Source: an optimization exercise on an open RTL-to-GDS flow (aim: small area, a short achievable clock period and few clock cycles per item). Production flows keep margins and buffers that such runs may drop.
At most, simulation tests tie the RTL to the original design; equivalence was not proved.
Only the layout flow was run in runs 6 and 7; the RTL was not checked for function there.
Power figures rest on the tool's default switching activity, not on a simulated workload.

File: flow/run.sh
#!/bin/bash
# synth_recipe.tcl (not shown) runs the flow's synth.tcl, then flattens the netlist and writes it again
# the make line also repeats each setting of config.mk as NAME=value (left out here)
make -C /OpenROAD-flow-scripts/flow DESIGN_CONFIG=/design/flow/config.mk WORK_HOME=/design/flow/orfs CLKGATE_MAP_FILE= SYNTH_SCRIPT=/design/flow/synth_recipe.tcl finish
File: flow/design.v
package hlfr_pkg;
   localparam int BUF_DEPTH_DEF = 256;
   localparam int OPCODE_W = 2;
   localparam int BYTE_W   = 8;
   localparam int INDEX_W  = 8;
   localparam int COUNT_W  = 9;
   localparam int EVENT_W  = 3;
   localparam logic [OPCODE_W-1:0] OP_BYTE    = 2'd0;
   localparam logic [OPCODE_W-1:0] OP_RELEASE = 2'd1;
   localparam logic [OPCODE_W-1:0] OP_READ    = 2'd2;
   localparam logic [EVENT_W-1:0] EV_STORED    = 3'd0;
   localparam logic [EVENT_W-1:0] EV_DROP_DONE = 3'd1;
   localparam logic [EVENT_W-1:0] EV_BAD_FIRST = 3'd2;
   localparam logic [EVENT_W-1:0] EV_BAD_SECND = 3'd3;
   localparam logic [EVENT_W-1:0] EV_OVERFLOW  = 3'd4;
   localparam logic [EVENT_W-1:0] EV_TOO_LONG  = 3'd5;
   localparam logic [EVENT_W-1:0] EV_COMPLETE  = 3'd6;
   localparam logic [EVENT_W-1:0] EV_OTHER_OP  = 3'd7;
   localparam logic [BYTE_W-1:0]  SYNC_FIRST   = 8'h5A;
   localparam logic [BYTE_W-1:0]  SYNC_SECOND  = 8'hA5;
   localparam logic [COUNT_W-1:0] HEADER_BYTES = 9'd3;
   typedef struct packed {
      logic                 frame_done;
      logic [COUNT_W-1:0]   byte_count;
      logic [EVENT_W-1:0]   event_code;
   } hlfr_status_type;
endpackage
import hlfr_pkg::*;
module hlfr_ctrl (
   input  logic                  clock,
   input  logic                  reset,
   input  logic                  accept,
   input  logic [OPCODE_W-1:0]   opcode,
   input  logic [BYTE_W-1:0]     rx_byte,
   output logic                  wr_en,
   output logic [7:0]            wr_pos,
   output hlfr_pkg::hlfr_status_type status
);
   logic [COUNT_W-1:0] count_ff, count_in;
   logic               done_ff, done_in;
   logic               hdr0_ff, hdr0_in;
   logic               hdr1_ff, hdr1_in;
   logic               hdr2_ff, hdr2_in;
   logic               last_ff, last_in;
   logic [7:0]         rem_ff, rem_in;
   logic [EVENT_W-1:0] event_code;
   logic               is_byte;
   assign is_byte = opcode == OP_BYTE;
   always_comb begin
      count_in   = count_ff;
      done_in    = done_ff;
      hdr0_in    = hdr0_ff;
      hdr1_in    = hdr1_ff;
      hdr2_in    = hdr2_ff;
      last_in    = last_ff;
      rem_in     = rem_ff;
      event_code = EV_OTHER_OP;
      case (opcode)
         OP_BYTE: begin
            if (done_ff) begin
               event_code = EV_DROP_DONE;
            end else if (hdr0_ff) begin
               if (rx_byte == SYNC_FIRST) begin
                  count_in   = 9'd1;
                  hdr0_in    = 1'b0;
                  hdr1_in    = 1'b1;
                  event_code = EV_STORED;
               end else begin
                  event_code = EV_BAD_FIRST;
               end
            end else if (hdr1_ff) begin
               hdr1_in = 1'b0;
               if (rx_byte == SYNC_SECOND) begin
                  count_in   = 9'd2;
                  hdr2_in    = 1'b1;
                  event_code = EV_STORED;
               end else begin
                  count_in   = 9'd0;
                  hdr0_in    = 1'b1;
                  event_code = EV_BAD_SECND;
               end
            end else if (hdr2_ff) begin
               hdr2_in = 1'b0;
               if (rx_byte > 8'd253) begin
                  count_in   = 9'd0;
                  hdr0_in    = 1'b1;
                  event_code = EV_TOO_LONG;
               end else if (rx_byte == 8'd0) begin
                  count_in   = 9'd3;
                  done_in    = 1'b1;
                  event_code = EV_COMPLETE;
               end else begin
                  count_in   = 9'd3;
                  rem_in     = rx_byte - 8'd1;
                  last_in    = rx_byte == 8'd1;
                  event_code = EV_STORED;
               end
            end else begin
               count_in = count_ff + 9'd1;
               if (last_ff) begin
                  done_in    = 1'b1;
                  event_code = EV_COMPLETE;
               end else begin
                  rem_in     = rem_ff - 8'd1;
                  last_in    = rem_ff == 8'd1;
                  event_code = EV_STORED;
               end
            end
         end
         OP_RELEASE: begin
            count_in = '0;
            done_in  = 1'b0;
            hdr0_in  = 1'b1;
            hdr1_in  = 1'b0;
            hdr2_in  = 1'b0;
         end
         default: begin
         end
      endcase
   end
   always_ff @(posedge clock) begin
      if (reset) begin
         count_ff <= '0;
         done_ff  <= 1'b0;
         hdr0_ff  <= 1'b1;
         hdr1_ff  <= 1'b0;
         hdr2_ff  <= 1'b0;
      end else if (accept) begin
         count_ff <= count_in;
         done_ff  <= done_in;
         hdr0_ff  <= hdr0_in;
         hdr1_ff  <= hdr1_in;
         hdr2_ff  <= hdr2_in;
      end
   end
   always_ff @(posedge clock) begin
      if (accept) begin
         rem_ff  <= rem_in;
         last_ff <= last_in;
      end
   end
   assign wr_en             = accept && is_byte && !done_ff;
   assign wr_pos            = count_ff[7:0];
   assign status.frame_done = done_in;
   assign status.byte_count = count_in;
   assign status.event_code = event_code;
endmodule
import hlfr_pkg::*;
module hlfr_store #(
   parameter int GRP = 16,
   localparam int NG = 256 / GRP,
   localparam int GW = $clog2(GRP)
) (
   input  logic              clock,
   input  logic              wr_en,
   input  logic [7:0]        wr_addr,
   input  logic [BYTE_W-1:0] wr_data,
   input  logic [GRP-1:0]    rd_lo_oh,
   output logic [NG-1:0][BYTE_W-1:0] grp_data
);
   logic [BYTE_W-1:0] mem [256];
   assign mem[0] = SYNC_FIRST;
   assign mem[1] = SYNC_SECOND;
   for (genvar i = 2; i < 256; i++) begin : g_row
      always_ff @(posedge clock) begin
         if (wr_en && wr_addr == 8'(i)) begin
            mem[i] <= wr_data;
         end
      end
   end
   for (genvar g = 0; g < NG; g++) begin : g_grp
      always_comb begin
         grp_data[g] = '0;
         for (int j = 0; j < GRP; j++) begin
            grp_data[g] = grp_data[g] | (mem[g * GRP + j] & {BYTE_W{rd_lo_oh[j]}});
         end
      end
   end
endmodule
import hlfr_pkg::*;
module header_length_frame_receiver_core
#(
   parameter int BUF_DEPTH = BUF_DEPTH_DEF
) (
   input  logic                clock,
   input  logic                reset,
   input  logic                req_valid,
   output logic                req_ready,
   input  logic [OPCODE_W-1:0] req_opcode,
   input  logic [BYTE_W-1:0]   req_rx_byte,
   input  logic [INDEX_W-1:0]  req_read_index,
   output logic                rsp_valid,
   input  logic                rsp_ready,
   output logic                rsp_frame_done,
   output logic [COUNT_W-1:0]  rsp_byte_count,
   output logic [BYTE_W-1:0]   rsp_read_data,
   output logic [EVENT_W-1:0]  rsp_event_code
);
   localparam int GRP = 16;
   localparam int NG  = 256 / GRP;
   localparam int GW  = $clog2(GRP);
   localparam int RW  = 1 + COUNT_W + BYTE_W + EVENT_W;
   logic               accept;
   logic               wr_en;
   logic [7:0]         wr_pos;
   hlfr_pkg::hlfr_status_type status;
   logic [NG-1:0][BYTE_W-1:0] grp_data;
   logic               s1_valid_ff;
   hlfr_pkg::hlfr_status_type s1_stat_ff;
   logic               s1_rd_ff;
   logic [7-GW:0]      s1_hi_ff;
   logic [NG-1:0][BYTE_W-1:0] s1_grp_ff;
   logic [BYTE_W-1:0]  s1_data;
   logic [RW-1:0]      s1_res;
   logic [2:0][RW-1:0] q_ff;
   logic [RW-1:0]      out_ff;
   logic [2:0]         qv_ff;
   logic               ready_ff;
   logic               take;
   logic [2:0]         sh_v;
   logic [2:0][RW-1:0] sh_q;
   logic               n2, n3;
   assign accept    = req_valid && ready_ff;
   assign req_ready = ready_ff;
   hlfr_ctrl u_ctrl (
      .clock  (clock),
      .reset  (reset),
      .accept (accept),
      .opcode (req_opcode),
      .rx_byte(req_rx_byte),
      .wr_en  (wr_en),
      .wr_pos (wr_pos),
      .status (status)
   );
   hlfr_store #(.GRP(GRP)) u_store (
      .clock   (clock),
      .wr_en   (wr_en),
      .wr_addr (wr_pos),
      .wr_data (req_rx_byte),
      .rd_lo_oh(GRP'(1) << req_read_index[GW-1:0]),
      .grp_data(grp_data)
   );
   always_ff @(posedge clock) begin
      s1_stat_ff <= status;
      s1_rd_ff   <= req_opcode == OP_READ;
      s1_hi_ff   <= req_read_index[7:GW];
      s1_grp_ff  <= grp_data;
   end
   assign s1_data = s1_rd_ff ? s1_grp_ff[s1_hi_ff] : '0;
   assign s1_res  = {s1_stat_ff.frame_done, s1_stat_ff.byte_count, s1_data,
                     s1_stat_ff.event_code};
   assign take = qv_ff[0] && rsp_ready;
   always_comb begin
      if (take) begin
         sh_v = {1'b0, qv_ff[2:1]};
         sh_q = {q_ff[2], q_ff[2], q_ff[1]};
      end else begin
         sh_v = qv_ff;
         sh_q = q_ff;
      end
   end
   assign n3 = s1_valid_ff ? (qv_ff[0] && qv_ff[1]) : qv_ff[2];
   assign n2 = s1_valid_ff ? (qv_ff[0] && !qv_ff[1]) : (qv_ff[1] && !qv_ff[2]);
   always_ff @(posedge clock) begin
      if (reset) begin
         s1_valid_ff <= 1'b0;
         qv_ff       <= '0;
         ready_ff    <= 1'b1;
      end else begin
         s1_valid_ff <= accept;
         qv_ff       <= sh_v | (s1_valid_ff ? ~sh_v & {sh_v[1:0], 1'b1} : 3'b000);
         ready_ff    <= take || !(n3 || (n2 && accept));
      end
   end
   for (genvar i = 0; i < 3; i++) begin : g_q
      always_ff @(posedge clock) begin
         if (sh_v[i]) q_ff[i] <= sh_q[i];
         else q_ff[i] <= s1_res;
      end
   end
   always_ff @(posedge clock) begin
      if (reset) out_ff <= '0;
      else out_ff <= sh_v[0] ? sh_q[0] : s1_res;
   end
   assign rsp_valid = qv_ff[0];
   assign {rsp_frame_done, rsp_byte_count, rsp_read_data, rsp_event_code} = out_ff;
endmodule
File: flow/constraint.sdc
create_clock -name core_clock -period 5.0 [get_ports {clock}]
set_input_delay 1.0000 -clock core_clock [delete_from_list [all_inputs] [get_ports {clock}]]
set_output_delay 1.0000 -clock core_clock [all_outputs]
set_load 0.01 [all_outputs]
File: flow/config.mk
export PLATFORM = sky130hd
export DESIGN_NAME = header_length_frame_receiver_core
export DESIGN_NICKNAME = header_length_frame_receiver_core
export VERILOG_FILES = /design/flow/design.v
export SDC_FILE = /design/flow/constraint.sdc
export NUM_CORES = 4
export LEC_CHECK = 0
export CAP_MARGIN = 20
export CORE_MARGIN = 2
export CORE_UTILIZATION = 40
export CTS_CLUSTER_DIAMETER = 60
export CTS_CLUSTER_SIZE = 24
export PLACE_DENSITY = 0.72
export SETUP_SLACK_MARGIN = 2.8
export SLEW_MARGIN = 20
export SYNTH_HIERARCHICAL = 1
==> metrics.md, run 1 <==
| Metric | Value |
|---|---|
| Unrepaired setup endpoints after global routing | true |
| CTS tree | done |
| Clock Latency Late Sink | around 0.8 ns |
| Max Clk Rate | 0.443 GHz |
| DRT iter0 DRCs | 6462 |
| Maximum vdd drop | about 0.36 mV |
| Pleak | 0.0287 uW |
| YS warnings | 10 |
| # IOs | 45 |
| Worst-path clk slew | 0.09 ns |
| ANT nets after route | 0 |
| ANT cells | 0 |
| DIE AREA | 209000 sq um |
| Distinct cell type count after synthesis | a little under 70 |
| Clk_skew | 0.0300 ns |
| Synthesized area | 82300 sq um |
| Top cells by area, synth | edfxtp_1 76%, a22o_1 5.3%, a221oi_1 5.1%, dfxtp_1 5.0%, nor2_1 1.4% |
| Via count | 45700 |
| Routability Congestion | 0.853 |
| Min Hold Slack | 0.470 ns |
| Synth area leader | edfxtp_1 |
| Hold_buf cts | 0 |
| Hold Path End | q_ff[57] |
| Post-synthesis async set-or-reset flop share | 0 |
| RR Endpoint | out_ff[3] |
| DP Worst Slack | 0.574 ns |
| Post-layout util | 0.463 |
| Via density | 6.18 |
| Post-synth top area share | 0.760 |
| Vias in the first global route | between 40000 and 50000 |
| Clock Path Buffers | 3 |
| Width of the die | 458 um |
| Critical Path End Type | register |
| Site Rows | 166 |
| Worst hold start | s1_stat_ff[7] |
| CTS buffer count | roughly 130 |
| Setup TNS | 0 ns |
| Final Net Count | 4622 |
| H-Tree Depth | 4 |
| Reg2Reg Launch Point | s1_hi_ff[2] |
| Starting density of the core | 0.402 |
| Mean Syn Cell Area | 18.2 sq um |
| Setup CP Type | input port to register |
| Hpwl dp | 125000 um |
| Area grow syn2layout | 15.1% |
| Max Slew Vio Count | 0 |
| # port buffers | 44 |
| MaxCap Viol Count | 0 |
| Fin. Hold Viols | 0 |
| WL/cell | 29.2 um |
| DRC | 0 |
| Cell count after synthesis | 4521 |
| Crit path required time | 5.68 ns |
| Hold Crit Class | register to register |
| Worst R2R Setup Slack | about 2.8 ns |
| PnR worst setup slack | approximately 2.7 ns |
| Layout cell share with drive strength beyond 1 | 0.195 |
| Worst-Margin Slew | roughly 1.2 ns |
| Global router's overall resource usage | 0.199 |
| Die H | 458 um |
| PD cells | 369 nW/um^2 |
| R2R depth | 5 |
| Yosys reg bits | 2289 |
| Final setup vio count | 0 |
| WL final | 216000 um |
| CTS Sinks | between 2000 and 2500 |
| Run status | timing/DRC/antenna clean |
| Largest net degree at the start of global routing | just under 200 |
| Worst setup SP type | input port |
| First-pass GRT wire length | roughly 310000 um |
| Sequential fraction of the synthesis area | 0.810 |
| Crit path time final | roughly 2.3 ns |
| Dpl cell area | 87300 sq um |
| Std-Cell Core Area | 205000 sq um |
| Clk root buf | clkbuf_16 |
| Ys flop type | edfxtp_1 |
| Grt total ovfl | 0 |
| Filler cell count | around 16000 |
| Fin crit share | 0.451 |
| WP data arrival | 2.94 ns |
| Rel. slew slack | 0.220 |
| Hold Crit Depth | 0 |
| Design area | around 95000 sq um |
| First-pass detailed-route iteration total | 6 |
| Initial antenna violation count | 6 |
| Post-synth EDFFs | 2083 |
| Crit-path max FO | 56 |
| Syn nets | 4550 |
==> synthesized netlist by cell type (13+ instances only) <==
library cell	instances
a21oi_1	54
nand2b_1	14
nor2b_1	14
dfxtp_1	206
a222oi_1	16
o21ai_0	21
buf_1	23
nor3_1	21
mux2i_1	34
mux4_2	14
edfxtp_1	2083
buf_2	71
buf_4	14
clkbuf_1	181
buf_6	16
nand3_1	27
nor2_1	307
nand2_1	74
a221oi_1	481
o22ai_1	17
a211oi_1	13
a22oi_1	41
a22o_1	498
nand4_1	130
==> final cells by class <==
cell class              instances  area (sq um)  share of cell area
inverters                      14          93.8            0.000990
clock buffers                 174          3690              0.0390
repair buffers                243          2940              0.0310
clock inverters                73           980              0.0103
flip-flops and latches       2289         66700               0.704
multi-input cells            1912         17000               0.179
well taps                    2688          3360              0.0355
==> state kept, by name, summed over array words and instances, names as in the netlist, 3 cells and up <==
signal           flops
qv_ff                3
q_ff                63
u_ctrl.count_ff      9
u_ctrl.rem_ff        8
u_store.mem       2032
s1_grp_ff          128
s1_hi_ff             4
out_ff              21
s1_stat_ff          13
==> critical path, stage by stage <==
cell	delay [ns]
buf_2	0.25
nand2b_4	0.26
nor3_4	0.07
buf_4	0.18
buf_12	0.17
a22o_1	0.27
a221oi_1	0.51
nand4_1	0.15
==> worst max-delay path by stage <==
stage | startpoint | endpoint | depth (start not counted)
floorplan | req_opcode[1] | u_store.mem[24][0] | 7
global placement | req_opcode[1] | u_store.mem[245][2] | 8
detailed placement | req_opcode[1] | u_store.mem[197][6] | 8
CTS | out_ff[8] | rsp_read_data[5] | 1
global route | qv_ff[0] | rsp_valid | 1
finish | req_read_index[0] | s1_grp_ff[74] | 8
==> per-module statistics from Yosys (local to each module, per instance), a selection <==
module / flip-flops and latches / area (sq um) / copies in the design
header_length_frame_receiver_core: 235 / 7360 / 1
hlfr_ctrl: 22 / 1810 / 1
==> power breakdown <==
group / internal, uW / total, uW / switching, uW
Sequential: 21000 / 21100 / 130
Clock: 5990 / 12400 / 6420
Combinational: 460 / 1470 / 1010
==> routing by layer <==
metal,track usage,vias up,part of all wire
met5,0,-,0.000056
met4,0.0710,2,0.037
met3,0.0354,367,0.10
met2,0.323,2768,0.48
met1,0.270,23500,0.38
li1,-,19100,-
==> cell families after synthesis <==
logic type	share of synthesized area
AND/OR/NAND/NOR	0.0370
flip-flops	0.810
XOR/XNOR	0.00117
adder cells (fa/ha/maj)	0.00106
multiplexers	0.0112
AO/OA/AOI/OAI	0.122
buffers and inverters	0.0180
==> metrics by stage <==
step                total power, uW  cells
finish                        35000   7393
global route                  35800   7393
CTS                           35000   7385
detailed placement            22900   7060
global placement              22900   7060
floorplan                     22100   4521
==> layout by cell type (no fill, tap or decap), types with 10 or more instances in the layout <==
cell type | synthesis | final
dfxtp_2 | 0 | 10
nor2_1 | 307 | 51
o22ai_1 | 17 | 17
buf_4 | 14 | 109
nand2b_1 | 14 | 10
nor2_4 | 0 | 247
nand4_1 | 130 | 130
nor2b_1 | 14 | 10
mux4_2 | 14 | 14
mux2_2 | 11 | 11
a21oi_1 | 54 | 46
buf_8 | 0 | 17
mux2i_1 | 34 | 25
a211oi_1 | 13 | 12
clkbuf_16 | 0 | 143
buf_6 | 16 | 25
nand3_1 | 27 | 20
bufinv_16 | 0 | 10
a222oi_1 | 16 | 16
a22oi_1 | 41 | 40
a22o_1 | 498 | 498
a221oi_1 | 481 | 426
clkinv_8 | 0 | 17
a221oi_2 | 0 | 55
o21ai_1 | 8 | 19
clkinv_4 | 0 | 10
clkinv_2 | 0 | 11
nor3_4 | 0 | 11
nor2_2 | 1 | 10
buf_2 | 71 | 18
nand2_1 | 74 | 55
edfxtp_1 | 2083 | 2083
clkbuf_1 | 181 | 30
o21ai_0 | 21 | 10
dfxtp_1 | 206 | 188
buf_12 | 1 | 54
==> what timing repair did <==
action | in CTS | in global routing
setup endpoints to repair | 2260 | 1208
endpoints found under the hold margin | 0 | 0
gates cloned | 4 | 1
gates resized for setup | 494 | 76
buffers inserted | 74 | 7
pin swaps | 59 | 14
Testbench counts, summed over its fixed seeds: cycles 24,016, items 24,000.
==> run 2, diff against run 1 <==
--- a/flow/config.mk
+++ b/flow/config.mk
@@ -14,3 +14,4 @@
 export SETUP_SLACK_MARGIN = 2.8
 export SLEW_MARGIN = 20
 export SYNTH_HIERARCHICAL = 1
+export TNS_END_PERCENT = 30
==> metrics.md, run 2 <==
| Metric | Value |
|---|---|
| Run status | timing/DRC/antenna clean |
| Clock network power share | 0.332 |
| Unrepaired setup endpoints after global routing | true |
| Clk_skew | 0.0505 ns |
| Fin crit share | 0.476 |
| Pleak | 0.0285 uW |
| YS warnings | 10 |
| Post-synth EDFFs | 2083 |
| Total power | 33800 uW |
| Worst-Margin Slew | approximately 1.2 ns |
| Cell count after synthesis | between 4000 and 5000 |
| Hold Crit Class | register to register |
| DRT iter0 DRCs | 7482 |
| Final Net Count | 4632 |
| Maximum vdd drop | 0.294 mV |
| Most common cell after layout, fill and taps aside | edfxtp_1 |
| DIE AREA | 209000 sq um |
| Via density | 6.19 |
| Starting density of the core | 0.402 |
| Largest net degree at the start of global routing | 176 |
| WL/cell | 29.7 um |
| Post-synthesis async set-or-reset flop share | 0 |
| Sequential fraction of the synthesis area | 0.810 |
| Setup CP Type | register to primary output |
| Clk root buf | clkbuf_16 |
| Post-synth top area share | 0.760 |
| First-pass GRT wire length | ~310000 um |
| Most frequent cell after synthesis | edfxtp_1 |
| Ys flop type | edfxtp_1 |
| Crit-path max FO | 2 |
| Most frequent cells after synthesis | 2083 x edfxtp_1, 498 x a22o_1, 481 x a221oi_1 |
| Vias in the first global route | ~44000 |
| Hpwl dp | around 120000 um |
| # port buffers | 44 |
| CTS Sinks | 2289 |
| Fin. Hold Viols | 0 |
| PD cells | 359 nW/um^2 |
| WL final | 220000 um |
| Sequential share of power | 0.624 |
| Width of the die | 458 um |
| Final setup vio count | 0 |
| CTS buffer count | 119 |
| Site Rows | 166 |
| DRC | 0 |
| PnR worst setup slack | between 2 and 3 ns |
| Switching share of power | 0.215 |
| CTS tree | done |
| Std-Cell Core Area | a little over 200000 sq um |
| WP data arrival | around 1.4 ns |
| Internal | 26600 uW |
| Max Clk Rate | ~0.42 GHz |
| Setup TNS | 0 ns |
| Area grow syn2layout | 14.4% |
| Crit. Startpoint | qv_ff[0] |
| Biggest regs | u_store.mem: 2032 flops, s1_grp_ff: 128 flops, q_ff: 63 flops |
| Reg2Reg Launch Point | u_ctrl.done_ff |
| Synthesized area | 82300 sq um |
| ANT nets after route | 0 |
| Layout cell share with drive strength beyond 1 | 0.185 |
| Rel. slew slack | 0.195 |
| Max FFs per register | between 2000 and 2500 |
| Distinct cell type count after synthesis | 69 |
| Via count | approximately 46000 |
| Crit path time final | 2.38 ns |
| Most flop-heavy register | u_store.mem |
| MaxCap Viol Count | 0 |
| Worst-path clk slew | 0.09 ns |
| Grt total ovfl | 0 |
| Die H | about 460 um |
| Routability Congestion | 0.881 |
| Switching power total | 7280 uW |
| Worst setup SP type | register |
| # IOs | 45 |
| DP Worst Slack | 0.556 ns |
| Critical Path End Type | primary output |
| Power share of the combinational group | 0.044 |
| Most frequent cells in the layout | 2083 x edfxtp_1, 498 x a22o_1, 443 x a221oi_1, 233 x nor2_4, 177 x dfxtp_1 |
| Worst hold start | s1_stat_ff[4] |
| Yosys reg bits | 2289 |
| Initial antenna violation count | 5 |
| Synth area leader | edfxtp_1 |
| Crit path required time | 4.00 ns |
| Mean Syn Cell Area | 18.2 sq um |
| Clock Latency Late Sink | 0.82 ns |
| Hold_buf cts | 0 |
| H-Tree Depth | 3 |
| Max Slew Vio Count | 0 |
| First-pass detailed-route iteration total | 6 |
| Syn nets | 4550 |
| Global router's overall resource usage | 0.198 |
| Top cells by area, synth | edfxtp_1 76%, a22o_1 5.3%, a221oi_1 5.1%, dfxtp_1 5.0%, nor2_1 1.4% |
| Clock Path Buffers | 3 |
==> run 2: cell counts after synthesis <==
No cell type changed its count.
==> run 2: worst max-delay path: stages, from the launching register on <==
cell and delay [ns]:
dfxtp_2 0.34, buf_12 0.12, buf_6 0.11
==> run 2: what timing repair did <==
action                      CTS  global route
gates resized for setup     492           198
gates cloned                  8             7
pin swaps                    42            23
setup endpoints to repair  2279          1578
setup buffers                56            32
==> run 2: kinds of logic after synthesis <==
family / after synthesis / share of synthesized area
DFF: 2289 / 0.810
AOI/OAI and AO/OA: 1191 / 0.122
buffers and inverters: 320 / 0.0180
muxes: 67 / 0.0112
adders and majority gates: 7 / 0.00106
xor gates and xnor gates: 11 / 0.00117
and+or+nand+nor: 636 / 0.0370
==> run 2: routing by layer <==
layer,part of all wire,vias up,GRT usage
met2,0.47,2965,0.317
met3,0.12,370,0.0391
met1,0.37,23400,0.269
li1,-,19100,-
met4,0.038,4,0.0725
met5,0.00015,-,0
==> run 2: power groups by stage <==
stage | Sequential [uW] | Clock [uW] | Combinational [uW]
3_5_place_dp | 21600 | 0 | 1360
6_report | 21100 | 11200 | 1480
4_1_cts | 21100 | 11300 | 1400
3_3_place_gp | 21500 | 0 | 1330
2_1_floorplan | 21500 | 0 | 618
5_1_grt | 21100 | 11900 | 1540
==> run 2: layout make-up <==
cell class	count	area [sq um]
fillers	16500	110000
flip-flops and latches	2289	66700
multi-input cells	1912	16800
well taps	2688	3360
clock buffers	180	3290
repair buffers	267	3270
clock inverters	48	684
inverters	14	63.8
diodes	1	2.50
==> run 2: stage by stage <==
step | cells | instance area, sq um | util | hold WS (ns)
2_1_floorplan | 4521 | 83100 | - | 0.432
3_5_place_dp | 7067 | 86900 | 0.425 | 0.449
6_report | 7399 | 94200 | 0.460 | 0.466
4_1_cts | 7359 | 93200 | 0.455 | 0.472
5_1_grt | 7398 | 94200 | 0.460 | 0.484
3_3_place_gp | 7067 | 86900 | 0.425 | 0.446
==> run 2: per-module statistics from Yosys, one instance, submodules excluded, a selection <==
module                             cells  cell area, sq um  copies in the design  flops+latches
header_length_frame_receiver_core    530              7360                     1            235
hlfr_ctrl                            233              1810                     1             22
==> run 2: worst paths after layout <==
| check | to | slack [ns] | cells past startpoint |
|---|---|---|---|
| worst max register to register | u_store.mem[199][1] | 2.73 | 9 |
| worst min register to register | q_ff[54] | 0.47 | 0 |
| worst max-delay path | rsp_valid | 2.62 | 2 |
| worst min-delay path | q_ff[54] | 0.47 | 0 |
==> run 3, diff against run 2 <==
--- a/flow/config.mk
+++ b/flow/config.mk
@@ -11,7 +11,6 @@
 export CTS_CLUSTER_DIAMETER = 60
 export CTS_CLUSTER_SIZE = 24
 export PLACE_DENSITY = 0.72
-export SETUP_SLACK_MARGIN = 2.8
+export SETUP_SLACK_MARGIN = 2.9
 export SLEW_MARGIN = 20
 export SYNTH_HIERARCHICAL = 1
-export TNS_END_PERCENT = 30
==> metrics.md, run 3 <==
| Metric | Value |
|---|---|
| Rel. slew slack | 0.260 |
| Most flop-heavy register | u_store.mem |
| Final setup vio count | 0 |
| Hold_buf cts | 0 |
| Site Rows | 166 |
| Worst setup path endpoint | rsp_read_data[4] |
| Worst setup SP type | register |
| Hpwl dp | 127000 um |
| ANT nets after route | 0 |
| Pleak | 0.0298 uW |
| Via count | approximately 47000 |
| Crit-path max FO | 1 |
| Fin. Hold Viols | 0 |
| Std-Cell Core Area | 205000 sq um |
| DRT iter0 DRCs | 7029 |
| Global router's overall resource usage | 0.204 |
| WL final | between 200000 and 250000 um |
| Post-Synth Adder-Cell Area | 0.00106 |
| Ys flop type | edfxtp_1 |
| Post-synth top area share | 0.760 |
| First-pass detailed-route iteration total | 6 |
| Reg2Reg Launch Point | u_ctrl.done_ff |
| Most frequent cells after synthesis | 2083 x edfxtp_1, 498 x a22o_1, 481 x a221oi_1 |
| Worst-path clk slew | approximately 0.09 ns |
| Width of the die | approximately 460 um |
| Critical Path End Type | primary output |
| First-pass GRT wire length | 314000 um |
| Critical path cell sequence | buf_6 |
| Synth area leader | edfxtp_1 |
| Setup TNS | 0 ns |
| Via density | 6.21 |
| Cell family with most CP delay | flip-flops |
| Clock Latency Late Sink | 0.82 ns |
| DRC | 0 |
| Crit path required time | 4.00 ns |
| Biggest regs | u_store.mem: 2032 flops, s1_grp_ff: 128 flops, q_ff: 63 flops |
| Crit path time final | 2.31 ns |
| Area grow syn2layout | 18.0% |
| Top cells by area, synth | edfxtp_1 76%, a22o_1 5.3%, a221oi_1 5.1%, dfxtp_1 5.0%, nor2_1 1.4% |
| Max FFs per register | approximately 2000 |
| Most common cell after layout, fill and taps aside | edfxtp_1 |
| Die H | roughly 460 um |
| Clk root buf | clkbuf_16 |
| Post-synth EDFFs | 2083 |
| WP data arrival | 1.31 ns |
| Worst R2R Setup Slack | ~2.7 ns |
| WL/cell | 30.1 um |
| Run status | timing/DRC/antenna clean |
| WP buf/inv | 1 |
| Crit. Startpoint | out_ff[7] |
| # port buffers | 44 |
| Crit path depth | 1 |
| Dpl cell area | 88200 sq um |
| RR Endpoint | u_store.mem[154][3] |
| MaxCap Viol Count | 0 |
| Cell count after synthesis | 4521 |
| Distinct cell type count after synthesis | 69 |
| Fin crit share | 0.461 |
| Maximum vdd drop | 0.410 mV |
| Unrepaired setup endpoints after global routing | true |
| YS warnings | 10 |
| Layout cell share with drive strength beyond 1 | 0.231 |
| CTS Sinks | approximately 2300 |
| Max Clk Rate | approximately 0.43 GHz |
| Worst-Margin Slew | around 1.1 ns |
| Worst hold start | u_store.mem[220][7] |
| PD cells | 360 nW/um^2 |
| Routability Congestion | approximately 0.9 |
| Setup CP Type | register to primary output |
| Compound-Gate Fraction of Synth Area | 0.122 |
| Most frequent cells in the layout | 2083 x edfxtp_1, 498 x a22o_1, 353 x a221oi_1, 253 x nor2_4, 187 x dfxtp_1 |
| Largest family of logic cells by synthesized area | compound AO/OA/AOI/OAI gates |
| # IOs | 45 |
| CTS buffer count | roughly 130 |
| Hold Crit Class | register to register |
| Grt total ovfl | 0 |
| Clk_skew | about 0.045 ns |
| Post-synthesis mux area share | 0.0112 |
| Most frequent cell after synthesis | edfxtp_1 |
| H-Tree Depth | 4 |
| Finished Layout Cells | 7502 |
| CTS tree | done |
| Synthesized area | 82300 sq um |
| Design area | 97200 sq um |
| Vias in the first global route | around 45000 |
| Dpl cells | ~7100 |
| Post-synthesis async set-or-reset flop share | 0 |
| Starting density of the core | 0.402 |
| Mean Syn Cell Area | 18.2 sq um |
| Synth Area in XOR/XNOR | 0.00117 |
| Sequential fraction of the synthesis area | 0.810 |
| Initial antenna violation count | 2 |
| DIE AREA | ~210000 sq um |
| Final Net Count | 4731 |
| Largest net degree at the start of global routing | 177 |
| Clock Path Buffers | 3 |
| Yosys reg bits | 2289 |
| Total power | 35000 uW |
| Slowest cell delay on critical path | approximately 0.38 ns |
| Simple-Gate Fraction of Synth Area | 0.0370 |
| R2R depth | 9 |
| Max Slew Vio Count | 0 |
| Slowest cell on crit path | dfxtp_4 |
| Syn nets | 4550 |
-- run 3: cell counts after synthesis --
Identical to the previous run, type by type.
-- run 3: layout make-up --
cell class	count	area, sq um
Tap cell	2688	3360
Clock inverter	73	896
Inverter	14	95.1
Fill cell	16100	107000
Timing Repair Buffer	346	4640
Sequential cell	2289	66700
Antenna cell	1	2.50
Clock buffer	173	3650
Multi-Input combinational cell	1918	17800
-- run 3: Yosys stat by module (local to each module, per instance), a selection --
module	copies in the design	cells	area [sq um]
hlfr_ctrl	1	233	1810
header_length_frame_receiver_core	1	530	7360
-- run 3: metrics by stage --
step	utilization	setup WS, ns	hold WS [ns]
floorplan	-	2.16	0.432
global placement	0.431	0.742	0.446
detailed placement	0.431	0.613	0.459
CTS	0.468	2.64	0.474
global route	0.475	2.66	0.435
finish	0.475	2.69	0.468
-- run 3: kinds of logic after synthesis --
group | count (synthesis)
DFF | 2289
AOI/OAI and AO/OA | 1191
and+or+nand+nor | 636
buffers and inverters | 320
muxes | 67
xor gates and xnor gates | 11
adders and majority gates | 7
-- run 3: worst min-delay path by stage --
stage | to | slack (ns) | depth (start not counted)
2_1_floorplan | q_ff[53] | 0.43 | 0
3_3_place_gp | q_ff[53] | 0.45 | 0
3_5_place_dp | q_ff[60] | 0.46 | 0
4_1_cts | q_ff[60] | 0.47 | 0
5_1_grt | u_store.mem[250][1] | 0.44 | 1
6_report | s1_grp_ff[111] | 0.47 | 2
-- run 3: worst reg2reg max path, cell delays in order, from the launching register on --
cell and delay [ns]:
dfxtp_4 0.36, nor3_4 0.24, nand2_4 0.11, inv_8 0.10, buf_12 0.12, and3b_2 0.26
buf_6 0.14, nand2_8 0.10, buf_16 0.24, nor2_4 0.26
-- run 3: timing repair --
| action | 4_1_cts | 5_1_grt |
|---|---|---|
| setup endpoints to repair | 2376 | 1506 |
| buffers inserted | 112 | 37 |
| pin swaps | 86 | 121 |
| cloned | 11 | 11 |
| gates resized for setup | 521 | 160 |
-- run 3: routing by layer --
| metal | track usage | vias up | part of all wire |
|---|---|---|---|
| li1 | - | 19300 | - |
| met1 | 0.271 | 23800 | 0.37 |
| met2 | 0.332 | 2965 | 0.48 |
| met3 | 0.0371 | 446 | 0.11 |
| met4 | 0.0829 | 0 | 0.046 |
| met5 | 0.00184 | - | 0 |
-- run 3: power by group --
group | switching, uW | internal, uW | total [uW]
sequential | 139 | 21000 | 21100
combinational | 1070 | 532 | 1600
clock | 6440 | 5850 | 12300
==> run 4, diff against run 3 <==
--- a/flow/config.mk
+++ b/flow/config.mk
@@ -10,7 +10,7 @@
 export CORE_UTILIZATION = 40
 export CTS_CLUSTER_DIAMETER = 60
 export CTS_CLUSTER_SIZE = 24
-export PLACE_DENSITY = 0.72
-export SETUP_SLACK_MARGIN = 2.9
+export PLACE_DENSITY = 0.8
+export SETUP_SLACK_MARGIN = 2.8
 export SLEW_MARGIN = 20
 export SYNTH_HIERARCHICAL = 1
==> metrics.md, run 4 <==
| Metric | Value |
|---|---|
| Clock Path Buffers | 3 |
| ANT nets after route | 0 |
| Post-synthesis async set-or-reset flop share | 0 |
| Area occupied by multi-input gates | 17200 sq um |
| Most common cell after layout, fill and taps aside | edfxtp_1 |
| Post-synth EDFFs | 2083 |
| Maximum vdd drop | 0.287 mV |
| Area grow syn2layout | 15.4% |
| DRT iter0 DRCs | 8422 |
| Layout cell share with drive strength beyond 1 | 0.201 |
| Max FFs per register | 2032 |
| Routability Congestion | 0.905 |
| Width of the die | about 460 um |
| First-pass GRT wire length | 319000 um |
| Most frequent cell after synthesis | edfxtp_1 |
| Worst setup SP type | register |
| Power share of the combinational group | 0.047 |
| DIE AREA | 209000 sq um |
| Global router's overall resource usage | 0.207 |
| CTS Sinks | approximately 2300 |
| Worst setup path endpoint | out_ff[9] |
| Rel. slew slack | 0.266 |
| Largest net degree at the start of global routing | 168 |
| First-pass detailed-route iteration total | 10 |
| Via density | 6.41 |
| Synthesized area | just over 80000 sq um |
| Sequential Area | 66700 sq um |
| R2R depth | 5 |
| Setup CP Type | register to register |
| Die H | 458 um |
| WL final | 230000 um |
| MaxCap Viol Count | 0 |
| Std-Cell Core Area | 205000 sq um |
| Yosys reg bits | about 2300 |
| Synth area leader | edfxtp_1 |
| Max Clk Rate | 0.408 GHz |
| Pleak | approximately 0.029 uW |
| Crit path required time | about 5.7 ns |
| # IOs | 45 |
| Site Rows | 166 |
| Crit. Startpoint | s1_hi_ff[2] |
| RR Endpoint | out_ff[9] |
| Slowest cell on crit path | a222oi_1 |
| Fin crit share | 0.490 |
| Sequential fraction of the synthesis area | 0.810 |
| PD cells | between 300 and 400 nW/um^2 |
| Max Slew Vio Count | 0 |
| Design area | 95000 sq um |
| Hold_buf cts | 0 |
| Run status | timing/DRC/antenna clean |
| Vias in the first global route | 45600 |
| Reg2Reg Launch Point | s1_hi_ff[2] |
| Clk_skew | 0.0482 ns |
| Unrepaired setup endpoints after global routing | true |
| WL/cell | 31.0 um |
| Worst-path clk slew | 0.09 ns |
| Clk root buf | clkbuf_16 |
| Hold Crit Class | register to register |
| H-Tree Depth | 3 |
| Worst R2R Setup Slack | about 2.5 ns |
| YS warnings | 10 |
| Fin. Hold Viols | 0 |
| Post-layout util | 0.464 |
| Initial antenna violation count | 15 |
| Switching share of power | 0.215 |
| Distinct cell type count after synthesis | just under 70 |
| CTS tree | done |
| # port buffers | 44 |
| Clock Latency Late Sink | 0.80 ns |
| Critical path cell sequence | buf_4, mux2i_1, a222oi_1, a32oi_2, a21oi_4 |
| Critical Path End Type | register |
| Cell count after synthesis | ~4500 |
| WP data arrival | 3.10 ns |
| Top cells by area, synth | edfxtp_1 76%, a22o_1 5.3%, a221oi_1 5.1%, dfxtp_1 5.0%, nor2_1 1.4% |
| Ys flop type | edfxtp_1 |
| Setup TNS | 0 ns |
| Grt total ovfl | 0 |
| Mean Syn Cell Area | 18.2 sq um |
| Switching power total | 7210 uW |
| Dpl cell area | 87400 sq um |
| Final setup vio count | 0 |
| Hpwl dp | about 120000 um |
| Biggest regs | u_store.mem: 2032 flops, s1_grp_ff: 128 flops, q_ff: 63 flops |
| Starting density of the core | 0.402 |
| Crit path time final | around 2.5 ns |
| Clock network power share | 0.323 |
| Most flop-heavy register | u_store.mem |
| Post-synth top area share | 0.760 |
| Crit-path max FO | 9 |
| Slowest cell delay on critical path | ~0.7 ns |
| DRC | 0 |
| Most frequent cells in the layout | 2083 x edfxtp_1, 497 x a22o_1, 405 x a221oi_1, 239 x nor2_4, 183 x dfxtp_1 |
| Sequential share of power | 0.630 |
| CTS buffer count | roughly 120 |
| Filler cell count | 15900 |
| Worst-Margin Slew | 1.10 ns |
| Most frequent cells after synthesis | 2083 x edfxtp_1, 498 x a22o_1, 481 x a221oi_1 |
| Final Net Count | 4663 |
| Syn nets | 4550 |
| Internal | 26300 uW |
| Via count | 47600 |
[run 4: power groups by stage]
| stage | registers, uW | logic [uW] | clock network (uW) |
|---|---|---|---|
| after floorplan | 21500 | 623 | 0 |
| after global placement | 21600 | 1280 | 0 |
| after detailed placement | 21600 | 1330 | 0 |
| after CTS | 21100 | 1430 | 10800 |
| after global routing | 21100 | 1610 | 11500 |
| final | 21100 | 1570 | 10800 |
[run 4: cells by family after synthesis]
| family | synth area share |
|---|---|
| flip-flops | 0.810 |
| AO/OA/AOI/OAI | 0.122 |
| AND/OR/NAND/NOR | 0.0370 |
| buffers and inverters | 0.0180 |
| multiplexers | 0.0112 |
| XOR/XNOR | 0.00117 |
| adder cells (fa/ha/maj) | 0.00106 |
[run 4: layer usage]
metal  routed length, um  GRT usage  vias up  share of wire
met5                  78          0        -        0.00034
met4               13800      0.111       12          0.060
met3               30400     0.0463      687           0.13
met2              108000      0.333     3881           0.47
met1               77800      0.260    23900           0.34
li1                    -          -    19100              -
[run 4: layout make-up]
class | instances | area share
flip-flops and latches | 2289 | 0.702
multi-input cells | 1913 | 0.181
repair buffers | 300 | 0.0407
well taps | 2688 | 0.0354
clock buffers | 179 | 0.0343
clock inverters | 41 | 0.00519
inverters | 14 | 0.00105
diodes | 3 | 0.0000790
[run 4: Yosys stat by module (local to each module, per instance), excerpt]
module | flops+latches | times used | area (sq um) | cells
hlfr_ctrl | 22 | 1 | 1810 | 233
header_length_frame_receiver_core | 235 | 1 | 7360 | 530
[run 4: metrics by stage]
stage | std cells | worst slack (ns) | hold slack [ns] | power (uW)
floorplan | 4521 | 2.16 | 0.432 | 22100
global placement | 7057 | 0.556 | 0.451 | 22800
detailed placement | 7057 | 0.507 | 0.453 | 22900
CTS | 7376 | 2.61 | 0.474 | 33400
global route | 7424 | 2.62 | 0.488 | 34200
finish | 7427 | 2.55 | 0.471 | 33600
[run 4: timing repair]
action	CTS	global route
pin swaps	67	37
setup buffers	84	39
resized for setup	510	113
gates cloned	15	9
endpoints found under the setup margin	2261	1871
[run 4: critical path: cells and delay by family, from the launching register on]
kind / cells / cell delay, ns
AO/OA/AOI/OAI: 3 / 1.34
buffers and inverters: 1 / 0.27
flip-flops: 1 / 0.47
multiplexers: 1 / 0.22
[run 4: how the worst min path moves through the flow]
stage	to	slack, ns	cells past startpoint	start
global placement	q_ff[55]	0.45	0	s1_stat_ff[5]
global route	u_store.mem[51][0]	0.49	1	req_rx_byte[0]
detailed placement	q_ff[59]	0.45	0	s1_stat_ff[9]
CTS	q_ff[59]	0.47	0	s1_stat_ff[9]
finish	q_ff[59]	0.47	0	s1_stat_ff[9]
floorplan	q_ff[53]	0.43	0	s1_stat_ff[3]
==> run 5, diff against run 4 <==
--- a/flow/config.mk
+++ b/flow/config.mk
@@ -10,7 +10,8 @@
 export CORE_UTILIZATION = 40
 export CTS_CLUSTER_DIAMETER = 60
 export CTS_CLUSTER_SIZE = 24
-export PLACE_DENSITY = 0.8
+export GPL_ROUTABILITY_DRIVEN = 0
+export PLACE_DENSITY = 0.72
 export SETUP_SLACK_MARGIN = 2.8
 export SLEW_MARGIN = 20
 export SYNTH_HIERARCHICAL = 1
==> metrics.md, run 5 <==
| Metric | Value |
|---|---|
| Fin. Hold Viols | 0 |
| Global router's overall resource usage | 0.199 |
| Fin crit share | 0.451 |
| WP data arrival | 2.94 ns |
| Std-Cell Core Area | between 200000 and 250000 sq um |
| Synth area leader | edfxtp_1 |
| CTS Sinks | 2289 |
| Most frequent cells in the layout | 2083 x edfxtp_1, 498 x a22o_1, 426 x a221oi_1, 247 x nor2_4, 188 x dfxtp_1 |
| # IOs | 45 |
| ANT cells | 0 |
| Power share of the combinational group | 0.042 |
| Clk root buf | clkbuf_16 |
| Max Slew Vio Count | 0 |
| Dpl cells | just over 7000 |
| Final Net Count | 4622 |
| Unrepaired setup endpoints after global routing | true |
| Most frequent cell after synthesis | edfxtp_1 |
| Ys flop type | edfxtp_1 |
| DRC | 0 |
| First-pass GRT wire length | 307000 um |
| Layout cell share with drive strength beyond 1 | 0.195 |
| Site Rows | between 150 and 200 |
| Worst-Margin Slew | 1.17 ns |
| Hold_buf cts | 0 |
| Clock network power share | 0.355 |
| Worst-path clk slew | about 0.090 ns |
| PD cells | around 370 nW/um^2 |
| Mean Syn Cell Area | 18.2 sq um |
| Post-synth EDFFs | 2083 |
| MaxCap Viol Count | 0 |
| Maximum vdd drop | between 0.3 and 0.4 mV |
| Hold Crit Class | register to register |
| CTS buffer count | 133 |
| Crit path required time | 5.68 ns |
| Hpwl dp | 125000 um |
| ANT nets after route | 0 |
| Post-synth top area share | 0.760 |
| WL final | around 220000 um |
| Width of the die | 458 um |
| Cell count after synthesis | ~4500 |
| Most flop-heavy register | u_store.mem |
| Rel. slew slack | 0.220 |
| Vias in the first global route | 43600 |
| Biggest regs | u_store.mem: 2032 flops, s1_grp_ff: 128 flops, q_ff: 63 flops |
| Yosys reg bits | around 2300 |
| Starting density of the core | 0.402 |
| Pleak | 0.0287 uW |
| Post-layout util | 0.463 |
| Critical Path End Type | register |
| Clock Latency Late Sink | 0.80 ns |
| WL/cell | 29.2 um |
| Switching power total | ~7600 uW |
| Via count | 45700 |
| Post-synthesis async set-or-reset flop share | 0 |
| Sequential share of power | 0.603 |
| Crit-path max FO | 56 |
| Min Hold Slack | 0.470 ns |
| Via density | 6.18 |
| Most common cell after layout, fill and taps aside | edfxtp_1 |
| Clock Path Buffers | 3 |
| Grt total ovfl | 0 |
| CTS tree | done |
| Initial antenna violation count | 6 |
| Final setup vio count | 0 |
| Syn nets | between 4000 and 5000 |
| YS warnings | 10 |
| Synthesized area | 82300 sq um |
| Switching share of power | 0.216 |
| H-Tree Depth | 4 |
| Setup TNS | 0 ns |
| Finished Layout Cells | 7393 |
| Die H | 458 um |
| Top cells by area, synth | edfxtp_1 76%, a22o_1 5.3%, a221oi_1 5.1%, dfxtp_1 5.0%, nor2_1 1.4% |
| DRT iter0 DRCs | 6462 |
| Max FFs per register | 2032 |
| Clk_skew | 0.0300 ns |
| Largest net degree at the start of global routing | 197 |
| Distinct cell type count after synthesis | 69 |
| # port buffers | between 40 and 50 |
| Setup CP Type | input port to register |
| First-pass detailed-route iteration total | 6 |
| Worst R2R Setup Slack | ~2.8 ns |
| Worst setup SP type | input port |
| Hold Crit Depth | 0 |
| Internal | 27400 uW |
| Max Clk Rate | 0.443 GHz |
| Area grow syn2layout | 15.1% |
| Crit path time final | 2.26 ns |
| DIE AREA | approximately 210000 sq um |
| Most frequent cells after synthesis | 2083 x edfxtp_1, 498 x a22o_1, 481 x a221oi_1 |
| Sequential fraction of the synthesis area | 0.810 |
| Run status | timing/DRC/antenna clean |
| R2R depth | 5 |
[run 5: cell type report]
cell class,instances,area (sq um)
fill,16500,110000
sequential,2289,66700
multi-input combinational,1912,17000
clock buffer,174,3690
tap,2688,3360
timing repair buffer,243,2940
clock inverter,73,980
inverter,14,93.8
[run 5: final timing paths]
path                   endpoint              start
hold / removal         q_ff[57]      s1_stat_ff[7]
hold reg to reg        q_ff[57]      s1_stat_ff[7]
setup / recovery  s1_grp_ff[74]  req_read_index[0]
setup reg to reg      out_ff[3]        s1_hi_ff[2]
[run 5: routing by layer]
layer  vias up  share of wire  GRT usage
met2      2768           0.48      0.323
met1     23500           0.38      0.270
met4         2          0.037     0.0710
met3       367           0.10     0.0354
met5         -       0.000056          0
li1      19100              -          -
[run 5: power by group through the flow]
stage / Clock [uW] / Combinational, uW / Sequential [uW]
6_report: 12400 / 1470 / 21100
5_1_grt: 13200 / 1530 / 21100
4_1_cts: 12500 / 1430 / 21100
3_5_place_dp: 0 / 1360 / 21600
3_3_place_gp: 0 / 1330 / 21500
2_1_floorplan: 0 / 623 / 21500
[run 5: stage by stage]
| stage | setup slack [ns] | instance area (sq um) | power (uW) |
|---|---|---|---|
| 4_1_cts | 2.70 | 94400 | 35000 |
| 3_3_place_gp | 0.655 | 87300 | 22900 |
| 6_report | 2.74 | 94800 | 35000 |
| 2_1_floorplan | 2.16 | 83800 | 22100 |
| 3_5_place_dp | 0.574 | 87300 | 22900 |
| 5_1_grt | 2.70 | 94800 | 35800 |
[run 5: cell families after synthesis]
logic type	count (synthesis)	share of synthesized area
adders and majority gates	7	0.00106
DFF	2289	0.810
AOI/OAI and AO/OA	1191	0.122
xor gates and xnor gates	11	0.00117
muxes	67	0.0112
buffers and inverters	320	0.0180
and+or+nand+nor	636	0.0370
[run 5: Yosys stat by module, one instance, submodules excluded, excerpt]
module,cells,flip-flops and latches,cell area [sq um]
hlfr_ctrl,233,22,1810
header_length_frame_receiver_core,530,235,7360
[run 5: what timing repair did]
item	in CTS	in global routing
setup buffers	74	7
resized for setup	494	76
cloned	4	1
setup endpoints to repair	2260	1208
endpoints found under the hold margin	0	0
pin swaps	59	14
[run 5: worst max-delay path, cell delays in order]
cell	delay, ns
buf_2	0.25
nand2b_4	0.26
nor3_4	0.07
buf_4	0.18
buf_12	0.17
a22o_1	0.27
a221oi_1	0.51
nand4_1	0.15
==> run 6, diff against run 5 <==
--- a/flow/design.v
+++ b/flow/design.v
@@ -213,7 +213,6 @@
    logic [BYTE_W-1:0]  s1_data;
    logic [RW-1:0]      s1_res;
    logic [2:0][RW-1:0] q_ff;
-   logic [RW-1:0]      out_ff;
    logic [2:0]         qv_ff;
    logic               ready_ff;
    logic               take;
@@ -278,10 +277,6 @@
          else q_ff[i] <= s1_res;
       end
    end
-   always_ff @(posedge clock) begin
-      if (reset) out_ff <= '0;
-      else out_ff <= sh_v[0] ? sh_q[0] : s1_res;
-   end
    assign rsp_valid = qv_ff[0];
-   assign {rsp_frame_done, rsp_byte_count, rsp_read_data, rsp_event_code} = out_ff;
+   assign {rsp_frame_done, rsp_byte_count, rsp_read_data, rsp_event_code} = q_ff[0];
 endmodule
--- a/flow/config.mk
+++ b/flow/config.mk
@@ -10,7 +10,6 @@
 export CORE_UTILIZATION = 40
 export CTS_CLUSTER_DIAMETER = 60
 export CTS_CLUSTER_SIZE = 24
-export GPL_ROUTABILITY_DRIVEN = 0
 export PLACE_DENSITY = 0.72
 export SETUP_SLACK_MARGIN = 2.8
 export SLEW_MARGIN = 20
==> metrics.md, run 6 <==
| Metric | Value |
|---|---|
| Final setup vio count | 0 |
| R2R depth | 7 |
| WL/cell | 29.9 um |
| Worst setup path endpoint | rsp_byte_count[5] |
| Width of the die | 457 um |
| # port buffers | between 40 and 50 |
| RR Endpoint | q_ff[4] |
| Cell count after synthesis | 4497 |
| Area grow syn2layout | 15.9% |
| Top cells by area, synth | edfxtp_1 77%, a22o_1 5.2%, a221oi_1 5.1%, dfxtp_1 4.0%, nor2_1 1.3% |
| Finished Layout Cells | 7384 |
| DIE AREA | 208000 sq um |
| Syn nets | about 4500 |
| Fin. Hold Viols | 0 |
| Slowest cell delay on critical path | 0.39 ns |
| WP data arrival | 1.35 ns |
| Worst R2R Setup Slack | ~2.7 ns |
| YS warnings | 10 |
| Hold Crit Class | register to register |
| Std-Cell Core Area | 204000 sq um |
| H-Tree Depth | 4 |
| Crit path time final | 2.35 ns |
| Sequential fraction of the synthesis area | 0.811 |
| Synthesized area | about 80000 sq um |
| Global router's overall resource usage | 0.201 |
| DRC | 0 |
| Clock Latency Late Sink | just over 0.8 ns |
| Setup CP Type | register to primary output |
| PD cells | between 300 and 400 nW/um^2 |
| Metal-1 WL | 83600 um |
| Pleak | 0.0289 uW |
| Biggest regs | u_store.mem: 2032 flops, s1_grp_ff: 128 flops, q_ff: 63 flops |
| Worst-path clk slew | 0.09 ns |
| Die H | 457 um |
| Min Hold Slack | 0.461 ns |
| Setup TNS | 0 ns |
| Grt total ovfl | 0 |
| Worst hold start | s1_stat_ff[10] |
| Most flop-heavy register | u_store.mem |
| Cell family with most CP delay | flip-flops |
| Reg2Reg Launch Point | s1_hi_ff[2] |
| Final Net Count | 4616 |
| Layout cell share with drive strength beyond 1 | 0.202 |
| Clk_skew | ~0.052 ns |
| Crit path required time | 4.00 ns |
| ANT nets after route | 0 |
| Crit-path max FO | 1 |
| WP buf/inv | 1 |
| Most frequent cells after synthesis | 2104 x edfxtp_1, 485 x a22o_1, 481 x a221oi_1 |
| Crit path depth | 1 |
| Starting density of the core | 0.401 |
| Synth area leader | edfxtp_1 |
| Worst setup SP type | register |
| Most frequent cell after synthesis | edfxtp_1 |
| Yosys reg bits | 2268 |
| Slowest cell on crit path | edfxtp_1 |
| Post-synth top area share | 0.771 |
| Dpl cell area | between 80000 and 90000 sq um |
| Ys flop type | edfxtp_1 |
| Unrepaired setup endpoints after global routing | true |
| Initial antenna violation count | 4 |
| Distinct cell type count after synthesis | 67 |
| Post-synth EDFFs | 2104 |
| First-pass detailed-route iteration total | 7 |
| Metal3 WL | 25200 um |
| Maximum vdd drop | between 0.3 and 0.4 mV |
| Mean Syn Cell Area | 18.2 sq um |
| Hpwl dp | 117000 um |
| Fin crit share | 0.470 |
| Max Clk Rate | 0.425 GHz |
| Post-synthesis async set-or-reset flop share | 0 |
| First-pass GRT wire length | 309000 um |
| MaxCap Viol Count | 0 |
| Design area | roughly 95000 sq um |
| Most frequent cells in the layout | 2104 x edfxtp_1, 485 x a22o_1, 410 x a221oi_1, 251 x nor2_4, 152 x dfxtp_1 |
| Largest net degree at the start of global routing | 192 |
| Clock Path Buffers | 3 |
| Routability Congestion | ~0.84 |
| Dpl cells | 7015 |
| Most common cell after layout, fill and taps aside | edfxtp_1 |
| Rel. slew slack | 0.198 |
| Max Slew Vio Count | 0 |
| Critical Path End Type | primary output |
| Via count | 46000 |
| Crit. Startpoint | q_ff[16] |
| Site Rows | about 170 |
| CTS Sinks | about 2300 |
| Clk root buf | clkbuf_16 |
| Met2 wire len | 104000 um |
| Vias in the first global route | 43600 |
| Worst-Margin Slew | approximately 1.2 ns |
| Critical path cell sequence | buf_2 |
| Uppermost layer routed | met5 |
| Total power | 34500 uW |
| CTS tree | done |
| Max FFs per register | 2032 |
| DRT iter0 DRCs | 7573 |
| CTS buffer count | between 100 and 150 |
| WL final | around 220000 um |
| Run status | timing/DRC/antenna clean |
| # IOs | 45 |
| Via density | ~6.2 |
-- run 6: cell types whose count changed after synthesis, moves of 8 or more --
cell and delta:
dfxtp_1 -42, o22ai_1 -17, a211oi_1 -9, buf_4 +16, nor2_1 -16, nand2_1 +78
a32oi_1 -8, mux4_1 +8, a22o_1 -13, mux4_2 -8, a21oi_1 -23, nand3_1 -9
edfxtp_1 +21
-- run 6: how the worst min path moves through the flow --
stage | endpoint | cells after the start
2_1_floorplan | q_ff[42] | 0
3_3_place_gp | q_ff[42] | 0
3_5_place_dp | q_ff[43] | 0
4_1_cts | q_ff[60] | 0
5_1_grt | q_ff[56] | 0
6_report | q_ff[60] | 0
-- run 6: logic make-up after synthesis --
family,after synthesis,share of synthesized area
AO/OA/AOI/OAI,1130,0.117
XOR/XNOR,11,0.00118
adder cells (fa/ha/maj),7,0.00107
buffers and inverters,331,0.0192
flip-flops,2268,0.811
multiplexers,61,0.0105
AND/OR/NAND/NOR,689,0.0395
-- run 6: worst reg2reg max path, cell delays in order (launching register included) --
cell      delay, ns
dfxtp_4        0.38
buf_12         0.15
buf_12         0.16
buf_6          0.13
mux2i_1        0.11
a222oi_1       0.70
a22oi_2        0.31
o21ai_1        0.20
-- run 6: final cells by class --
| cell class | instances | area [sq um] |
|---|---|---|
| clock buffer | 169 | 3620 |
| tap | 2688 | 3360 |
| multi-input combinational | 1899 | 16900 |
| sequential | 2268 | 66500 |
| timing repair buffer | 273 | 3600 |
| fill | 16400 | 109000 |
| clock inverter | 73 | 826 |
| antenna | 1 | 2.50 |
| inverter | 13 | 88.8 |
-- run 6: what timing repair did --
| action | CTS | global route |
|---|---|---|
| setup endpoints to repair | 2228 | 1595 |
| setup buffers | 84 | 24 |
| hold buffers | 0 | 0 |
| gates resized for setup | 531 | 115 |
| hold endpoints to repair | 0 | 0 |
| pin swaps | 88 | 55 |
| gates cloned | 13 | 5 |
-- run 6: report_power, final --
group	switching (uW)	internal (uW)
combinational	1040	485
clock	6360	5650
sequential	110	20800
-- run 6: metrics by stage --
| stage | utilization | setup slack, ns |
|---|---|---|
| floorplan | - | 2.16 |
| global placement | 0.425 | 0.592 |
| detailed placement | 0.425 | 0.569 |
| CTS | 0.461 | 2.61 |
| global route | 0.465 | 2.60 |
| finish | 0.465 | 2.65 |
-- run 6: modules after synthesis (local to each module, per instance), excerpt --
module / flops+latches / times used / area (sq um)
header_length_frame_receiver_core: 214 / 1 / 6940
hlfr_ctrl: 22 / 1 / 1810
-- run 6: metal layers --
metal	global-route usage	vias up
li1	-	18900
met1	0.279	23600
met2	0.320	3045
met3	0.0363	391
met4	0.0684	2
met5	0	-
==> run 7, diff against run 6 <==
--- a/flow/design.v
+++ b/flow/design.v
@@ -147,7 +147,7 @@
 endmodule
 import hlfr_pkg::*;
 module hlfr_store #(
-   parameter int GRP = 16,
+   parameter int GRP = 16,    
    localparam int NG = 256 / GRP,
    localparam int GW = $clog2(GRP)
 ) (
@@ -155,7 +155,7 @@
    input  logic              wr_en,
    input  logic [7:0]        wr_addr,
    input  logic [BYTE_W-1:0] wr_data,
-   input  logic [GRP-1:0]    rd_lo_oh,
+   input  logic [GW-1:0]     rd_lo,
    output logic [NG-1:0][BYTE_W-1:0] grp_data
 );
    logic [BYTE_W-1:0] mem [256];
@@ -168,13 +168,22 @@
          end
       end
    end
+   function automatic logic [BYTE_W-1:0] sel4(input logic [4*BYTE_W-1:0] d,
+                                              input logic [1:0] s);
+      case (s)
+         2'd0: sel4 = d[BYTE_W-1:0];
+         2'd1: sel4 = d[2*BYTE_W-1:BYTE_W];
+         2'd2: sel4 = d[3*BYTE_W-1:2*BYTE_W];
+         default: sel4 = d[4*BYTE_W-1:3*BYTE_W];
+      endcase
+   endfunction
    for (genvar g = 0; g < NG; g++) begin : g_grp
-      always_comb begin
-         grp_data[g] = '0;
-         for (int j = 0; j < GRP; j++) begin
-            grp_data[g] = grp_data[g] | (mem[g * GRP + j] & {BYTE_W{rd_lo_oh[j]}});
-         end
-      end
+      logic [4*BYTE_W-1:0] l1;
+      for (genvar j = 0; j < GRP / 4; j++) begin : g_l1
+         assign l1[j*BYTE_W +: BYTE_W] = sel4({mem[g * GRP + 4 * j + 3], mem[g * GRP + 4 * j + 2],
+                              mem[g * GRP + 4 * j + 1], mem[g * GRP + 4 * j]}, rd_lo[1:0]);
+      end
+      assign grp_data[g] = sel4(l1, rd_lo[3:2]);
    end
 endmodule
 import hlfr_pkg::*;
@@ -218,7 +227,7 @@
    logic               take;
    logic [2:0]         sh_v;
    logic [2:0][RW-1:0] sh_q;
-   logic               n2, n3;
+   logic [2:0]         inflight;
    assign accept    = req_valid && ready_ff;
    assign req_ready = ready_ff;
    hlfr_ctrl u_ctrl (
@@ -236,7 +245,7 @@
       .wr_en   (wr_en),
       .wr_addr (wr_pos),
       .wr_data (req_rx_byte),
-      .rd_lo_oh(GRP'(1) << req_read_index[GW-1:0]),
+      .rd_lo   (req_read_index[GW-1:0]),
       .grp_data(grp_data)
    );
    always_ff @(posedge clock) begin
@@ -258,8 +267,8 @@
          sh_q = q_ff;
       end
    end
-   assign n3 = s1_valid_ff ? (qv_ff[0] && qv_ff[1]) : qv_ff[2];
-   assign n2 = s1_valid_ff ? (qv_ff[0] && !qv_ff[1]) : (qv_ff[1] && !qv_ff[2]);
+   assign inflight = 3'(32'(accept) + 32'(s1_valid_ff) + 32'(qv_ff[0]) + 32'(qv_ff[1]) +
+                        32'(qv_ff[2]) - 32'(take));
    always_ff @(posedge clock) begin
       if (reset) begin
          s1_valid_ff <= 1'b0;
@@ -268,7 +277,7 @@
       end else begin
          s1_valid_ff <= accept;
          qv_ff       <= sh_v | (s1_valid_ff ? ~sh_v & {sh_v[1:0], 1'b1} : 3'b000);
-         ready_ff    <= take || !(n3 || (n2 && accept));
+         ready_ff    <= inflight < 3'd3;
       end
    end
    for (genvar i = 0; i < 3; i++) begin : g_q
==> flow/config.mk (replaced) <==
export PLATFORM = sky130hd
export DESIGN_NAME = header_length_frame_receiver_core
export DESIGN_NICKNAME = header_length_frame_receiver_core
export VERILOG_FILES = /design/flow/design.v
export SDC_FILE = /design/flow/constraint.sdc
export NUM_CORES = 4
export LEC_CHECK = 0
export ABC_CLOCK_PERIOD_IN_PS = 2500
export CAP_MARGIN = 20
export CORE_MARGIN = 2
export CORE_UTILIZATION = 40
export SETUP_SLACK_MARGIN = 2.3
export SLEW_MARGIN = 20
==> metrics.md, run 7 <==
| Metric | Value |
|---|---|
| Run status | timing/DRC/antenna clean |
| Clk_skew | 0.0393 ns |
| Most frequent cell after synthesis | edfxtp_1 |
| Syn nets | about 4600 |
| Starting density of the core | 0.402 |
| WP data arrival | approximately 3.3 ns |
| Largest family of logic cells by synthesized area | multiplexers |
| Fin. Hold Viols | 0 |
| Compound-Gate Fraction of Synth Area | 0.0397 |
| Max Slew Vio Count | 0 |
| Max FFs per register | 2032 |
| Metal3 WL | ~19000 um |
| Fin crit share | 0.544 |
| CTS buffer count | 217 |
| DP Worst Slack | 0.595 ns |
| First-pass GRT wire length | 328000 um |
| Critical Path End Type | register |
| PnR worst setup slack | 2.28 ns |
| Synthesized area | 86900 sq um |
| First-pass detailed-route iteration total | 6 |
| DRT iter0 DRCs | 5500 |
| Post-Synth Adder-Cell Area | 0.00227 |
| Hold Crit Class | register to register |
| DRC | 0 |
| Worst-path clk slew | 0.06 ns |
| Metal-1 WL | 94500 um |
| WL/cell | 29.9 um |
| Worst setup SP type | register |
| YS warnings | 4 |
| Post-synth EDFFs | 2104 |
| Post-synth top area share | 0.727 |
| Max Clk Rate | about 0.37 GHz |
| Final setup vio count | 0 |
| CTS tree | done |
| Synth Area in XOR/XNOR | 0.00131 |
| Post-layout util | 0.461 |
| Biggest regs | u_store.mem: 2032 flops, s1_grp_ff: 128 flops, q_ff: 63 flops |
| Hpwl dp | 136000 um |
| Maximum vdd drop | between 0.3 and 0.4 mV |
| MaxCap Viol Count | 0 |
| Mean Syn Cell Area | 19.2 sq um |
| Grt total ovfl | 0 |
| Total power | around 40000 uW |
| Post-synthesis mux area share | 0.143 |
| Cell count after synthesis | 4517 |
| Most frequent cells after synthesis | 2104 x edfxtp_1, 432 x mux4_2, 390 x nor2_1 |
| # IOs | 45 |
| Die H | 470 um |
| Area grow syn2layout | 14.9% |
| Width of the die | roughly 470 um |
| Final Net Count | 4657 |
| Simple-Gate Fraction of Synth Area | 0.0320 |
| Crit path time final | 2.72 ns |
| Most frequent cells in the layout | 2104 x edfxtp_1, 432 x mux4_2, 217 x clkbuf_16, 187 x nand2_1, 181 x mux2i_1 |
| Met2 wire len | 109000 um |
| Rel. slew slack | 0.299 |
| Global router's overall resource usage | 0.205 |
| Pleak | 0.0314 uW |
| Most flop-heavy register | u_store.mem |
| Top cells by area, synth | edfxtp_1 73%, mux4_2 11%, dfxtp_1 3.8%, mux2i_1 2.1%, nor2_1 1.7% |
| Vias in the first global route | 44100 |
| Synth area leader | edfxtp_1 |
| H-Tree Depth | 4 |
| Largest net degree at the start of global routing | 151 |
| CTS Sinks | around 2300 |
| Routability Congestion | between 0.8 and 0.9 |
| Most common cell after layout, fill and taps aside | edfxtp_1 |
| ANT nets after route | 0 |
| WL final | around 230000 um |
| # port buffers | 44 |
| Crit-path max FO | 10 |
| Initial antenna violation count | 6 |
| Distinct cell type count after synthesis | 67 |
| Via density | 5.77 |
| PD cells | about 400 nW/um^2 |
| Sequential fraction of the synthesis area | 0.764 |
| Site Rows | 171 |
| Dpl cells | 7244 |
| Setup CP Type | register to register |
| Std-Cell Core Area | 217000 sq um |
| Setup TNS | 0 ns |
| Finished Layout Cells | 7663 |
| Worst-Margin Slew | 1.05 ns |
| Clock Latency Late Sink | 0.86 ns |
| Filler cell count | 18000 |
| Yosys reg bits | 2268 |
| Hold_buf cts | 0 |
| Ys flop type | edfxtp_1 |
| Via count | 44200 |
| Uppermost layer routed | met4 |
| Layout cell share with drive strength beyond 1 | 0.272 |
| Clk root buf | clkbuf_16 |
| Clock Path Buffers | 3 |
| DIE AREA | 221000 sq um |
| Crit path required time | between 5 and 6 ns |
| Post-synthesis async set-or-reset flop share | 0 |
| Unrepaired setup endpoints after global routing | true |
-- run 7: cell count changes after synthesis, sizes merged, moves of 58 or more --
cell and change:
a22o -484, a221oi -478, mux4 +416, o21ai +152, mux2i +147, nand4 -127, nor2 +98, mux2 +66
nand2 +58
-- run 7: timing repair --
| action | in CTS | in global routing |
|---|---|---|
| endpoints found under the setup margin | 2081 | 1135 |
| buffers inserted | 10 | 2 |
| resized for setup | 134 | 44 |
| pin swaps | 3 | 4 |
-- run 7: cell families after synthesis --
logic type      Yosys count
simple gates            685
mux                     690
xor+xnor                 13
fa+ha+maj                14
compound gates          531
flops                  2268
buf+inv                 316
-- run 7: cell type report --
class | count | area (sq um) | share of cell area
well taps | 2854 | 3570 | 0.0357
multi-input cells | 1933 | 20600 | 0.206
repair buffers | 175 | 1780 | 0.0179
clock inverters | 132 | 1690 | 0.0169
flip-flops and latches | 2268 | 66500 | 0.665
diodes | 3 | 7.51 | 0.0000751
inverters | 26 | 106 | 0.00106
clock buffers | 272 | 5690 | 0.0569
-- run 7: worst paths after layout --
path                       from        to  slack (ns)  depth (start not counted)
hold reg to reg   s1_stat_ff[1]  q_ff[43]        0.46                          0
setup / recovery    s1_hi_ff[3]  q_ff[26]        2.28                          7
setup reg to reg    s1_hi_ff[3]  q_ff[26]        2.28                          7
hold / removal    s1_stat_ff[1]  q_ff[43]        0.46                          0
-- run 7: through the flow --
step	hold slack [ns]	cell area, sq um
floorplan	0.419	88100
global placement	0.434	91900
detailed placement	0.444	91900
CTS	0.460	99700
global route	0.473	99900
finish	0.459	99900
-- run 7: critical path, stage by stage, from the launching register on --
cell,delay [ns]
dfxtp_4,0.38
buf_12,0.17
buf_4,0.20
mux2i_1,0.69
a22oi_1,0.30
nand3_1,0.20
o21ai_2,0.16
mux2_2,0.31
-- run 7: per-layer routing --
metal	track usage	vias to the layer above
met5	0	-
met3	0.0389	321
met4	0.0605	0
met1	0.288	23400
met2	0.325	2091
li1	-	18400
-- run 7: power breakdown --
part	internal (uW)	total, uW	switching (uW)
logic	663	1930	1270
registers	20900	20900	80.4
clock network	9940	17100	7130

what the ideal ports hide:
Ports are ideal in the flow. The routed layouts listed here were re-timed in OpenROAD.
Step 1 (the two cells are an assumption about what drives the block):
set clk [get_ports {clock}]
set_driving_cell -lib_cell sky130_fd_sc_hd__clkbuf_16 $clk
set_driving_cell -lib_cell sky130_fd_sc_hd__buf_2 [delete_from_list [all_inputs] $clk]
Step 2 also shifts input and output timing later by t, the mid clock arrival at the registers, as if the neighbouring blocks saw the same clock.
a / b / c = ideal ports / drivers / drivers and shift; a / b = the first two.
run	t (ns)	setup WS [ns]	hold slack, ns	worst setup path after step 2	pins driven straight from the clock port
run 1	0.875	2.745 / 2.668 / 1.910	0.470 / 0.470 / 0.470	input to register	1
run 2	0.880	2.619 / 2.531 / 1.819	0.466 / 0.450 / 0.466	input to register	1
run 3	0.886	2.693 / 2.611 / 1.799	0.468 / 0.468 / 0.468	input to register	1
run 4	0.849	2.550 / 2.550 / 1.737	0.471 / 0.471 / 0.471	input to register	1
run 5	0.875	2.745 / 2.668 / 1.910	0.470 / 0.470 / 0.470	input to register	1
run 6	0.871	2.649 / 2.574 / 1.830	0.461 / 0.461 / 0.461	input to register	1
run 7	0.936	2.282 / 2.282 / 1.408	0.459 / 0.459 / 0.459	input to register	1
After both steps setup and hold are still met in every run listed. The setup slack of run 3, which loses most, moves by -0.082 ns with the drivers and by -0.894 ns with both steps.
